This is an optimization exercise on Yosys and OpenROAD, whose aim is a short achievable clock period and few clock cycles, not a production implementation. Function was checked by simulation only, so behaviour that the tests miss may differ from the original.

==> build 77 <==
==> flow/design.v (excerpt) <==
module rv_core_top (
    input  wire        clk,
    input  wire        arst_n_i,
    output wire [31:0] imem_addr_o,
    input  wire [31:0] imem_rdata_i,
    output wire        retire_valid_o,
    output wire [4:0]  retire_rd_o,
    output wire [31:0] retire_data_o
);
==> flow/config.mk <==
export PLATFORM = sky130hd
export DESIGN_NAME = rv_core_top
export DESIGN_NICKNAME = rv_core_top
export VERILOG_FILES = /design/flow/design.v
export SDC_FILE = /design/flow/constraint.sdc
export NUM_CORES = 4
export LEC_CHECK = 0
export CAP_MARGIN = 20
export CORE_MARGIN = 2
export CORE_UTILIZATION = 40
export PLACE_DENSITY = 0.6
export SETUP_SLACK_MARGIN = 4.3
export SLEW_MARGIN = 20
==> flow/constraint.sdc <==
create_clock -name core_clock -period 7.0 [get_ports {clk}]
set_input_delay 1.4000 -clock core_clock [delete_from_list [all_inputs] [get_ports {clk}]]
set_output_delay 1.4000 -clock core_clock [all_outputs]
set_load 0.01 [all_outputs]
run.sh (not shown) runs the stock make flow with config.mk's settings and CLKGATE_MAP_FILE= SYNTH_SCRIPT=/design/flow/synth_recipe.tcl, a recipe that flattens the netlist after the stock synthesis.
==> build 76 (differences from build 77) <==
--- a/flow/design.v
+++ b/flow/design.v
@@ -67,15 +67,16 @@
     logic [BTB_N-1:0]   btb_v;
     logic [31:TAG_LO]   btb_tag [BTB_N];
     logic [31:2]        btb_tgt [BTB_N];
     logic [1:0]         btb_cnt [BTB_N];
     logic        d_valid;
     logic [31:2] d_pc;
     logic [31:0] d_ins;
-    logic [31:0] d_rs1_oh, d_rs2_oh;    
+    logic [31:0] d_rf_a, d_rf_b;        
+    logic [31:2] d_tgt, d_pc4;          
     logic [5:0]  d_cls;                 
     logic        d_hit;
     logic        d_ptaken;
     logic        e1_valid;
     logic        e1_wen;
     logic [4:0]  e1_rd;
     logic [31:0] e1_a, e1_b;
@@ -99,49 +100,66 @@
     logic [DMEM_WORDS-1:0] x1_mld, x1_mst;
     logic        x1_eqlo;
     logic        x1_branch, x1_bne, x1_pred;
     logic [31:2] x1_alt, x1_tgt, x1_pc;
     logic        w_valid;
     logic [4:0]  w_rd;
     logic [31:0] w_data;
+    logic        z_valid;
+    logic [4:0]  z_rd;
+    logic [31:0] z_data;
     logic        u_valid;
     logic        u_taken;
     logic        u_hit;
     logic [31:2] u_pc, u_tgt;
     logic [31:0] regs [1:31];
     logic [15:0] dmem_lo [DMEM_WORDS];
     logic [15:0] dmem_hi [DMEM_WORDS];
     assign imem_addr_o = {pc_q, 2'b00};
     logic [BTB_N-1:0] f_match;
     logic             f_hit, f_taken;
-    logic [31:2]      f_tgt, f_next;
+    logic [31:2]      f_btgt, f_next;
     always_comb begin
-        f_tgt = '0;
+        f_btgt = '0;
         for (int i = 0; i < BTB_N; i++) begin
             f_match[i] = btb_v[i] && (pc_q[TAG_LO-1:2] == i[BTB_AW-1:0])
                          && (btb_tag[i] == pc_q[31:TAG_LO]);
-            f_tgt = f_tgt | ({30{f_match[i]}} & btb_tgt[i]);
+            f_btgt = f_btgt | ({30{f_match[i]}} & btb_tgt[i]);
         end
     end
     assign f_hit   = |f_match;
     assign f_taken = |(f_match & {btb_cnt[15][1], btb_cnt[14][1], btb_cnt[13][1], btb_cnt[12][1],
                                   btb_cnt[11][1], btb_cnt[10][1], btb_cnt[9][1],  btb_cnt[8][1],
                                   btb_cnt[7][1],  btb_cnt[6][1],  btb_cnt[5][1],  btb_cnt[4][1],
                                   btb_cnt[3][1],  btb_cnt[2][1],  btb_cnt[1][1],  btb_cnt[0][1]});
-    assign f_next  = f_taken ? f_tgt : pc_q + 30'd1;
+    assign f_next  = f_taken ? f_btgt : pc_q + 30'd1;
     logic [31:0] f_rs1_oh, f_rs2_oh;
     logic [5:0]  f_cls;
     always_comb begin
         f_rs1_oh = '0;
         f_rs2_oh = '0;
         f_rs1_oh[imem_rdata_i[19:15]] = 1'b1;
         f_rs2_oh[imem_rdata_i[24:20]] = 1'b1;
         f_rs1_oh[0] = 1'b0;
         f_rs2_oh[0] = 1'b0;
     end
+    logic [31:0] f_rf_a, f_rf_b;
+    always_comb begin
+        f_rf_a = '0;
+        f_rf_b = '0;
+        for (int i = 1; i < 32; i++) begin
+            f_rf_a = f_rf_a | ({32{f_rs1_oh[i]}} & regs[i]);
+            f_rf_b = f_rf_b | ({32{f_rs2_oh[i]}} & regs[i]);
+        end
+    end
+    logic [31:2] f_tgt;
+    assign f_tgt = f_cls[1] ? pc_q + {{12{imem_rdata_i[31]}}, imem_rdata_i[19:12], imem_rdata_i[20],
+                                      imem_rdata_i[30:22]}
+                            : pc_q + {{20{imem_rdata_i[31]}}, imem_rdata_i[7], imem_rdata_i[30:25],
+                                      imem_rdata_i[11:9]};
     assign f_cls[0] =  imem_rdata_i[6] & ~imem_rdata_i[2];                       
     assign f_cls[1] =  imem_rdata_i[6] &  imem_rdata_i[2];                       
     assign f_cls[2] = ~imem_rdata_i[6] &  imem_rdata_i[5] &  imem_rdata_i[4];    
     assign f_cls[3] = ~imem_rdata_i[6] & ~imem_rdata_i[5] &  imem_rdata_i[4];    
     assign f_cls[4] = ~imem_rdata_i[6] & ~imem_rdata_i[5] & ~imem_rdata_i[4];    
     assign f_cls[5] = ~imem_rdata_i[6] &  imem_rdata_i[5] & ~imem_rdata_i[4];    
     logic [31:0] ins;
@@ -165,46 +183,31 @@
     assign d_uses_rs2 = d_is_op | d_is_store | d_is_branch;
     assign d_regwrite = d_is_op | d_is_imm | d_is_load | d_is_jal;
     assign d_subop    = (d_is_op & (d_f3 == 3'b000) & ins[30]) | (d_alu & (d_f3 == 3'b010));
     logic [31:0] d_imm_i;
     logic [7:0]  d_off;
     assign d_imm_i = {{20{ins[31]}}, ins[31:20]};
     assign d_off   = d_is_store ? {ins[27:25], ins[11:7]} : ins[27:20];
-    logic [31:2] d_tgt_j, d_tgt_b, d_tgt, d_pc4;
-    assign d_tgt_j = d_pc + {{12{ins[31]}}, ins[19:12], ins[20], ins[30:22]};
-    assign d_tgt_b = d_pc + {{20{ins[31]}}, ins[7], ins[30:25], ins[11:9]};
-    assign d_tgt   = d_is_jal ? d_tgt_j : d_tgt_b;
-    assign d_pc4   = d_pc + 30'd1;
     logic d_pred, d_need_taken, d_redir;
     logic [31:2] d_redir_pc;
     assign d_pred       = d_hit ? d_ptaken : ins[31];
     assign d_need_taken = d_is_jal | (d_is_branch & d_pred);
     assign d_redir      = d_need_taken ^ d_ptaken;
     assign d_redir_pc   = d_need_taken ? d_tgt : d_pc4;
-    logic [31:0] d_rf_a, d_rf_b;
-    always_comb begin
-        d_rf_a = '0;
-        d_rf_b = '0;
-        for (int i = 1; i < 32; i++) begin
-            d_rf_a = d_rf_a | ({32{d_rs1_oh[i]}} & regs[i]);
-            d_rf_b = d_rf_b | ({32{d_rs2_oh[i]}} & regs[i]);
-        end
-    end
-    logic d_m1a, d_m2a, d_m3a, d_m1b, d_m2b, d_m3b;
-    assign d_m1a = e1_wen  && (e1_rd == d_rs1);
-    assign d_m2a = x1_wen  && (x1_rd == d_rs1);
-    assign d_m3a = w_valid && (w_rd  == d_rs1);
-    assign d_m1b = e1_wen  && (e1_rd == d_rs2);
-    assign d_m2b = x1_wen  && (x1_rd == d_rs2);
-    assign d_m3b = w_valid && (w_rd  == d_rs2);
+    logic d_m1a, d_m2a, d_m3a, d_m4a, d_m1b, d_m2b, d_m3b, d_m4b;
+    logic [4:0] f_rs1, f_rs2;
+    logic       d_wen_next;
+    assign f_rs1      = imem_rdata_i[19:15];
+    assign f_rs2      = imem_rdata_i[24:20];
+    assign d_wen_next = d_valid & d_regwrite & (d_rd != 5'd0);
     logic [31:0] d_a, d_b;
-    assign d_a[15:0]  = d_m2a ? x1_lo : d_m3a ? w_data[15:0] : d_rf_a[15:0];
-    assign d_a[31:16] = d_m3a ? w_data[31:16] : d_rf_a[31:16];
-    assign d_b[15:0]  = d_m2b ? x1_lo : d_m3b ? w_data[15:0] : d_rf_b[15:0];
-    assign d_b[31:16] = d_m3b ? w_data[31:16] : d_rf_b[31:16];
+    assign d_a[15:0]  = d_m2a ? x1_lo : d_m3a ? w_data[15:0] : d_m4a ? z_data[15:0] : d_rf_a[15:0];
+    assign d_a[31:16] = d_m3a ? w_data[31:16] : d_m4a ? z_data[31:16] : d_rf_a[31:16];
+    assign d_b[15:0]  = d_m2b ? x1_lo : d_m3b ? w_data[15:0] : d_m4b ? z_data[15:0] : d_rf_b[15:0];
+    assign d_b[31:16] = d_m3b ? w_data[31:16] : d_m4b ? z_data[31:16] : d_rf_b[31:16];
     logic d_stall;
     assign d_stall = d_valid & (((d_is_load | d_is_store) & d_m1a)
                               | (d_uses_rs1 & d_m1a & e1_slt)
                               | (d_uses_rs2 & d_m1b & e1_slt)
                               | (d_uses_rs1 & ~d_m1a & d_m2a & x1_slt)
                               | (d_uses_rs2 & ~d_m1b & d_m2b & x1_slt));
     logic [7:0] m_p, m_g, m_o;
@@ -312,21 +315,51 @@
             d_valid <= ~(d_valid & d_redir);
         end
     end
     always_ff @(posedge clk) begin
         if (!d_stall) begin
             d_pc     <= pc_q;
             d_ins    <= imem_rdata_i;
-            d_rs1_oh <= f_rs1_oh;
-            d_rs2_oh <= f_rs2_oh;
             d_cls    <= f_cls;
+            d_tgt    <= f_tgt;
+            d_pc4    <= pc_q + 30'd1;
             d_hit    <= f_hit;
             d_ptaken <= f_taken;
         end
     end
+    always_ff @(posedge clk) begin
+        if (!d_stall) begin
+            d_m1a <= d_wen_next && (d_rd  == f_rs1);
+            d_m2a <= e1_wen     && (e1_rd == f_rs1);
+            d_m3a <= x1_wen     && (x1_rd == f_rs1);
+            d_m4a <= w_valid    && (w_rd  == f_rs1);
+            d_m1b <= d_wen_next && (d_rd  == f_rs2);
+            d_m2b <= e1_wen     && (e1_rd == f_rs2);
+            d_m3b <= x1_wen     && (x1_rd == f_rs2);
+            d_m4b <= w_valid    && (w_rd  == f_rs2);
+        end else begin
+            d_m1a <= 1'b0;
+            d_m2a <= d_m1a;
+            d_m3a <= d_m2a;
+            d_m4a <= d_m3a;
+            d_m1b <= 1'b0;
+            d_m2b <= d_m1b;
+            d_m3b <= d_m2b;
+            d_m4b <= d_m3b;
+        end
+    end
+    always_ff @(posedge clk) begin
+        if (!d_stall) begin
+            d_rf_a <= f_rf_a;
+            d_rf_b <= f_rf_b;
+        end else begin
+            if (d_m4a) d_rf_a <= z_data;
+            if (d_m4b) d_rf_b <= z_data;
+        end
+    end
     always_ff @(posedge clk or negedge arst_n_i) begin
         if (!arst_n_i) begin
             e1_valid  <= 1'b0;
             e1_wen    <= 1'b0;
             e1_branch <= 1'b0;
             e1_slt    <= 1'b0;
         end else begin
@@ -400,22 +433,26 @@
         x1_alt   <= e1_alt;
         x1_tgt   <= e1_tgt;
         x1_pc    <= e1_pc;
     end
     always_ff @(posedge clk or negedge arst_n_i) begin
         if (!arst_n_i) begin
             w_valid <= 1'b0;
+            z_valid <= 1'b0;
             u_valid <= 1'b0;
         end else begin
             w_valid <= x1_wen;
+            z_valid <= w_valid;
             u_valid <= x1_valid & x1_branch;
         end
     end
     always_ff @(posedge clk) begin
         w_rd    <= x1_rd;
+        z_rd    <= w_rd;
+        z_data  <= w_data;
         w_data  <= {z_hi, z_lo};
         u_taken <= z_taken;
         u_hit   <= x1_hit;
         u_pc    <= x1_pc;
         u_tgt   <= x1_tgt;
     end
     always_ff @(posedge clk) begin
--- a/flow/config.mk
+++ b/flow/config.mk
@@ -5,9 +5,9 @@
 export SDC_FILE = /design/flow/constraint.sdc
 export NUM_CORES = 4
 export LEC_CHECK = 0
 export CAP_MARGIN = 20
 export CORE_MARGIN = 2
 export CORE_UTILIZATION = 40
 export PLACE_DENSITY = 0.6
-export SETUP_SLACK_MARGIN = 4.3
+export SETUP_SLACK_MARGIN = 4.0
 export SLEW_MARGIN = 20
==> build 5 (differences from build 77) <==
--- a/flow/design.v
+++ b/flow/design.v
@@ -67,15 +67,16 @@
     logic [BTB_N-1:0]   btb_v;
     logic [31:TAG_LO]   btb_tag [BTB_N];
     logic [31:2]        btb_tgt [BTB_N];
     logic [1:0]         btb_cnt [BTB_N];
     logic        d_valid;
     logic [31:2] d_pc;
     logic [31:0] d_ins;
-    logic [31:0] d_rs1_oh, d_rs2_oh;    
+    logic [31:0] d_rf_a, d_rf_b;        
+    logic [31:2] d_tgt, d_pc4;          
     logic [5:0]  d_cls;                 
     logic        d_hit;
     logic        d_ptaken;
     logic        e1_valid;
     logic        e1_wen;
     logic [4:0]  e1_rd;
     logic [31:0] e1_a, e1_b;
@@ -99,49 +100,66 @@
     logic [DMEM_WORDS-1:0] x1_mld, x1_mst;
     logic        x1_eqlo;
     logic        x1_branch, x1_bne, x1_pred;
     logic [31:2] x1_alt, x1_tgt, x1_pc;
     logic        w_valid;
     logic [4:0]  w_rd;
     logic [31:0] w_data;
+    logic        z_valid;
+    logic [4:0]  z_rd;
+    logic [31:0] z_data;
     logic        u_valid;
     logic        u_taken;
     logic        u_hit;
     logic [31:2] u_pc, u_tgt;
     logic [31:0] regs [1:31];
     logic [15:0] dmem_lo [DMEM_WORDS];
     logic [15:0] dmem_hi [DMEM_WORDS];
     assign imem_addr_o = {pc_q, 2'b00};
     logic [BTB_N-1:0] f_match;
     logic             f_hit, f_taken;
-    logic [31:2]      f_tgt, f_next;
+    logic [31:2]      f_btgt, f_next;
     always_comb begin
-        f_tgt = '0;
+        f_btgt = '0;
         for (int i = 0; i < BTB_N; i++) begin
             f_match[i] = btb_v[i] && (pc_q[TAG_LO-1:2] == i[BTB_AW-1:0])
                          && (btb_tag[i] == pc_q[31:TAG_LO]);
-            f_tgt = f_tgt | ({30{f_match[i]}} & btb_tgt[i]);
+            f_btgt = f_btgt | ({30{f_match[i]}} & btb_tgt[i]);
         end
     end
     assign f_hit   = |f_match;
     assign f_taken = |(f_match & {btb_cnt[15][1], btb_cnt[14][1], btb_cnt[13][1], btb_cnt[12][1],
                                   btb_cnt[11][1], btb_cnt[10][1], btb_cnt[9][1],  btb_cnt[8][1],
                                   btb_cnt[7][1],  btb_cnt[6][1],  btb_cnt[5][1],  btb_cnt[4][1],
                                   btb_cnt[3][1],  btb_cnt[2][1],  btb_cnt[1][1],  btb_cnt[0][1]});
-    assign f_next  = f_taken ? f_tgt : pc_q + 30'd1;
+    assign f_next  = f_taken ? f_btgt : pc_q + 30'd1;
     logic [31:0] f_rs1_oh, f_rs2_oh;
     logic [5:0]  f_cls;
     always_comb begin
         f_rs1_oh = '0;
         f_rs2_oh = '0;
         f_rs1_oh[imem_rdata_i[19:15]] = 1'b1;
         f_rs2_oh[imem_rdata_i[24:20]] = 1'b1;
         f_rs1_oh[0] = 1'b0;
         f_rs2_oh[0] = 1'b0;
     end
+    logic [31:0] f_rf_a, f_rf_b;
+    always_comb begin
+        f_rf_a = '0;
+        f_rf_b = '0;
+        for (int i = 1; i < 32; i++) begin
+            f_rf_a = f_rf_a | ({32{f_rs1_oh[i]}} & regs[i]);
+            f_rf_b = f_rf_b | ({32{f_rs2_oh[i]}} & regs[i]);
+        end
+    end
+    logic [31:2] f_tgt;
+    assign f_tgt = f_cls[1] ? pc_q + {{12{imem_rdata_i[31]}}, imem_rdata_i[19:12], imem_rdata_i[20],
+                                      imem_rdata_i[30:22]}
+                            : pc_q + {{20{imem_rdata_i[31]}}, imem_rdata_i[7], imem_rdata_i[30:25],
+                                      imem_rdata_i[11:9]};
     assign f_cls[0] =  imem_rdata_i[6] & ~imem_rdata_i[2];                       
     assign f_cls[1] =  imem_rdata_i[6] &  imem_rdata_i[2];                       
     assign f_cls[2] = ~imem_rdata_i[6] &  imem_rdata_i[5] &  imem_rdata_i[4];    
     assign f_cls[3] = ~imem_rdata_i[6] & ~imem_rdata_i[5] &  imem_rdata_i[4];    
     assign f_cls[4] = ~imem_rdata_i[6] & ~imem_rdata_i[5] & ~imem_rdata_i[4];    
     assign f_cls[5] = ~imem_rdata_i[6] &  imem_rdata_i[5] & ~imem_rdata_i[4];    
     logic [31:0] ins;
@@ -165,46 +183,34 @@
     assign d_uses_rs2 = d_is_op | d_is_store | d_is_branch;
     assign d_regwrite = d_is_op | d_is_imm | d_is_load | d_is_jal;
     assign d_subop    = (d_is_op & (d_f3 == 3'b000) & ins[30]) | (d_alu & (d_f3 == 3'b010));
     logic [31:0] d_imm_i;
     logic [7:0]  d_off;
     assign d_imm_i = {{20{ins[31]}}, ins[31:20]};
     assign d_off   = d_is_store ? {ins[27:25], ins[11:7]} : ins[27:20];
-    logic [31:2] d_tgt_j, d_tgt_b, d_tgt, d_pc4;
-    assign d_tgt_j = d_pc + {{12{ins[31]}}, ins[19:12], ins[20], ins[30:22]};
-    assign d_tgt_b = d_pc + {{20{ins[31]}}, ins[7], ins[30:25], ins[11:9]};
-    assign d_tgt   = d_is_jal ? d_tgt_j : d_tgt_b;
-    assign d_pc4   = d_pc + 30'd1;
     logic d_pred, d_need_taken, d_redir;
     logic [31:2] d_redir_pc;
     assign d_pred       = d_hit ? d_ptaken : ins[31];
     assign d_need_taken = d_is_jal | (d_is_branch & d_pred);
     assign d_redir      = d_need_taken ^ d_ptaken;
     assign d_redir_pc   = d_need_taken ? d_tgt : d_pc4;
-    logic [31:0] d_rf_a, d_rf_b;
-    always_comb begin
-        d_rf_a = '0;
-        d_rf_b = '0;
-        for (int i = 1; i < 32; i++) begin
-            d_rf_a = d_rf_a | ({32{d_rs1_oh[i]}} & regs[i]);
-            d_rf_b = d_rf_b | ({32{d_rs2_oh[i]}} & regs[i]);
-        end
-    end
-    logic d_m1a, d_m2a, d_m3a, d_m1b, d_m2b, d_m3b;
+    logic d_m1a, d_m2a, d_m3a, d_m4a, d_m1b, d_m2b, d_m3b, d_m4b;
+    assign d_m4a = z_valid && (z_rd  == d_rs1);
+    assign d_m4b = z_valid && (z_rd  == d_rs2);
     assign d_m1a = e1_wen  && (e1_rd == d_rs1);
     assign d_m2a = x1_wen  && (x1_rd == d_rs1);
     assign d_m3a = w_valid && (w_rd  == d_rs1);
     assign d_m1b = e1_wen  && (e1_rd == d_rs2);
     assign d_m2b = x1_wen  && (x1_rd == d_rs2);
     assign d_m3b = w_valid && (w_rd  == d_rs2);
     logic [31:0] d_a, d_b;
-    assign d_a[15:0]  = d_m2a ? x1_lo : d_m3a ? w_data[15:0] : d_rf_a[15:0];
-    assign d_a[31:16] = d_m3a ? w_data[31:16] : d_rf_a[31:16];
-    assign d_b[15:0]  = d_m2b ? x1_lo : d_m3b ? w_data[15:0] : d_rf_b[15:0];
-    assign d_b[31:16] = d_m3b ? w_data[31:16] : d_rf_b[31:16];
+    assign d_a[15:0]  = d_m2a ? x1_lo : d_m3a ? w_data[15:0] : d_m4a ? z_data[15:0] : d_rf_a[15:0];
+    assign d_a[31:16] = d_m3a ? w_data[31:16] : d_m4a ? z_data[31:16] : d_rf_a[31:16];
+    assign d_b[15:0]  = d_m2b ? x1_lo : d_m3b ? w_data[15:0] : d_m4b ? z_data[15:0] : d_rf_b[15:0];
+    assign d_b[31:16] = d_m3b ? w_data[31:16] : d_m4b ? z_data[31:16] : d_rf_b[31:16];
     logic d_stall;
     assign d_stall = d_valid & (((d_is_load | d_is_store) & d_m1a)
                               | (d_uses_rs1 & d_m1a & e1_slt)
                               | (d_uses_rs2 & d_m1b & e1_slt)
                               | (d_uses_rs1 & ~d_m1a & d_m2a & x1_slt)
                               | (d_uses_rs2 & ~d_m1b & d_m2b & x1_slt));
     logic [7:0] m_p, m_g, m_o;
@@ -312,21 +318,30 @@
             d_valid <= ~(d_valid & d_redir);
         end
     end
     always_ff @(posedge clk) begin
         if (!d_stall) begin
             d_pc     <= pc_q;
             d_ins    <= imem_rdata_i;
-            d_rs1_oh <= f_rs1_oh;
-            d_rs2_oh <= f_rs2_oh;
             d_cls    <= f_cls;
+            d_tgt    <= f_tgt;
+            d_pc4    <= pc_q + 30'd1;
             d_hit    <= f_hit;
             d_ptaken <= f_taken;
         end
     end
+    always_ff @(posedge clk) begin
+        if (!d_stall) begin
+            d_rf_a <= f_rf_a;
+            d_rf_b <= f_rf_b;
+        end else begin
+            if (d_m4a) d_rf_a <= z_data;
+            if (d_m4b) d_rf_b <= z_data;
+        end
+    end
     always_ff @(posedge clk or negedge arst_n_i) begin
         if (!arst_n_i) begin
             e1_valid  <= 1'b0;
             e1_wen    <= 1'b0;
             e1_branch <= 1'b0;
             e1_slt    <= 1'b0;
         end else begin
@@ -400,22 +415,26 @@
         x1_alt   <= e1_alt;
         x1_tgt   <= e1_tgt;
         x1_pc    <= e1_pc;
     end
     always_ff @(posedge clk or negedge arst_n_i) begin
         if (!arst_n_i) begin
             w_valid <= 1'b0;
+            z_valid <= 1'b0;
             u_valid <= 1'b0;
         end else begin
             w_valid <= x1_wen;
+            z_valid <= w_valid;
             u_valid <= x1_valid & x1_branch;
         end
     end
     always_ff @(posedge clk) begin
         w_rd    <= x1_rd;
+        z_rd    <= w_rd;
+        z_data  <= w_data;
         w_data  <= {z_hi, z_lo};
         u_taken <= z_taken;
         u_hit   <= x1_hit;
         u_pc    <= x1_pc;
         u_tgt   <= x1_tgt;
     end
     always_ff @(posedge clk) begin
==> flow/config.mk (replaced) <==
export PLATFORM = sky130hd
export DESIGN_NAME = rv_core_top
export DESIGN_NICKNAME = rv_core_top
export VERILOG_FILES = /design/flow/design.v
export SDC_FILE = /design/flow/constraint.sdc
export NUM_CORES = 4
export LEC_CHECK = 0
export CAP_MARGIN = 20
export CORE_MARGIN = 2
export CORE_UTILIZATION = 36
export PLACE_DENSITY = 0.6
export SETUP_SLACK_MARGIN = 4.0
export SLEW_MARGIN = 20
==> results.txt <==
Worst path bufs/invs: build 5 8; build 76 3; build 77 -
Wire length of the first global-routing pass: build 5 1310 mm; build 76 1310 mm; build 77 1510 mm
Clock buffer and inverter area fraction after layout: build 5 0.0653; build 76 0.0644; build 77 -
Worst flop-to-flop path endpoint: build 5 u_core.e1_mst[10]$_DFF_P_; build 76 u_core.pc_q[19]$_DFFE_PN0P_; build 77 -
FF+latch count: build 5 4,953; build 76 4,950; build 77 -
Max-cap violations: build 5 0; build 76 0; build 77 -
Detailed placer's ending HPWL: build 5 523 mm; build 76 522 mm; build 77 572 mm
Initial antenna violation count: build 5 49; build 76 47; build 77 106
Total Nets Final: build 5 16,600; build 76 16,500; build 77 -
Final core area utilization: build 5 0.454; build 76 0.495; build 77 -
Leading cell kind: build 5 sequential cells; build 76 sequential cells; build 77 -
Worst rel slew slack: build 5 0.123; build 76 0.146; build 77 -
Compound-Gate Fraction of Synth Area: build 5 0.116; build 76 0.116; build 77 0.130
Result of the run: build 5 finished clean; build 76 finished clean; build 77 aborted with a tool error
Stage where the flow stopped: build 5 -; build 76 -; build 77 5_2_route
Met1 Wirelength: build 5 345 mm; build 76 347 mm; build 77 -
Register area share after synthesis: build 5 0.634; build 76 0.635; build 77 0.632
Most common cell after layout, fill and taps aside: build 5 sky130_fd_sc_hd__edfxtp_1; build 76 sky130_fd_sc_hd__edfxtp_1; build 77 -
Design area: build 5 270,000 um2; build 76 264,000 um2; build 77 -
Testbench counts of build 77, summed over its fixed seeds: cycles 83,036.
Testbench counts of build 76, summed over its fixed seeds: cycles 83,036.
Testbench counts of build 5, summed over its fixed seeds: cycles 83,036.

## re-timing with driven ports
In the flow no input, the clock included, has a driving cell. The finished layouts below were timed again as built, in two steps.
Step 1: set_driving_cell puts a clkbuf_16 on clk and a buf_2 on each other input, an assumption about the parent block.
Step 2, shift: input delay + t, output delay - t, t = (earliest + latest rising clock arrival at the registers) / 2. This alone moves slack from input paths to output paths.
Slacks: no drivers / after step 1 / after step 2; pairs: no drivers / after step 1.
run	t, ns	setup WS [ns]	worst slew at a driven data input, ns
build 76	1.216	3.191 / 3.191 / 2.101	0.09
build 5	1.215	3.284 / 3.284 / 2.308	0.34
After both steps every run listed still meets setup and hold. The setup slack of build 76, which loses most, moves by 0.000 ns with the drivers and by -1.090 ns with both steps.
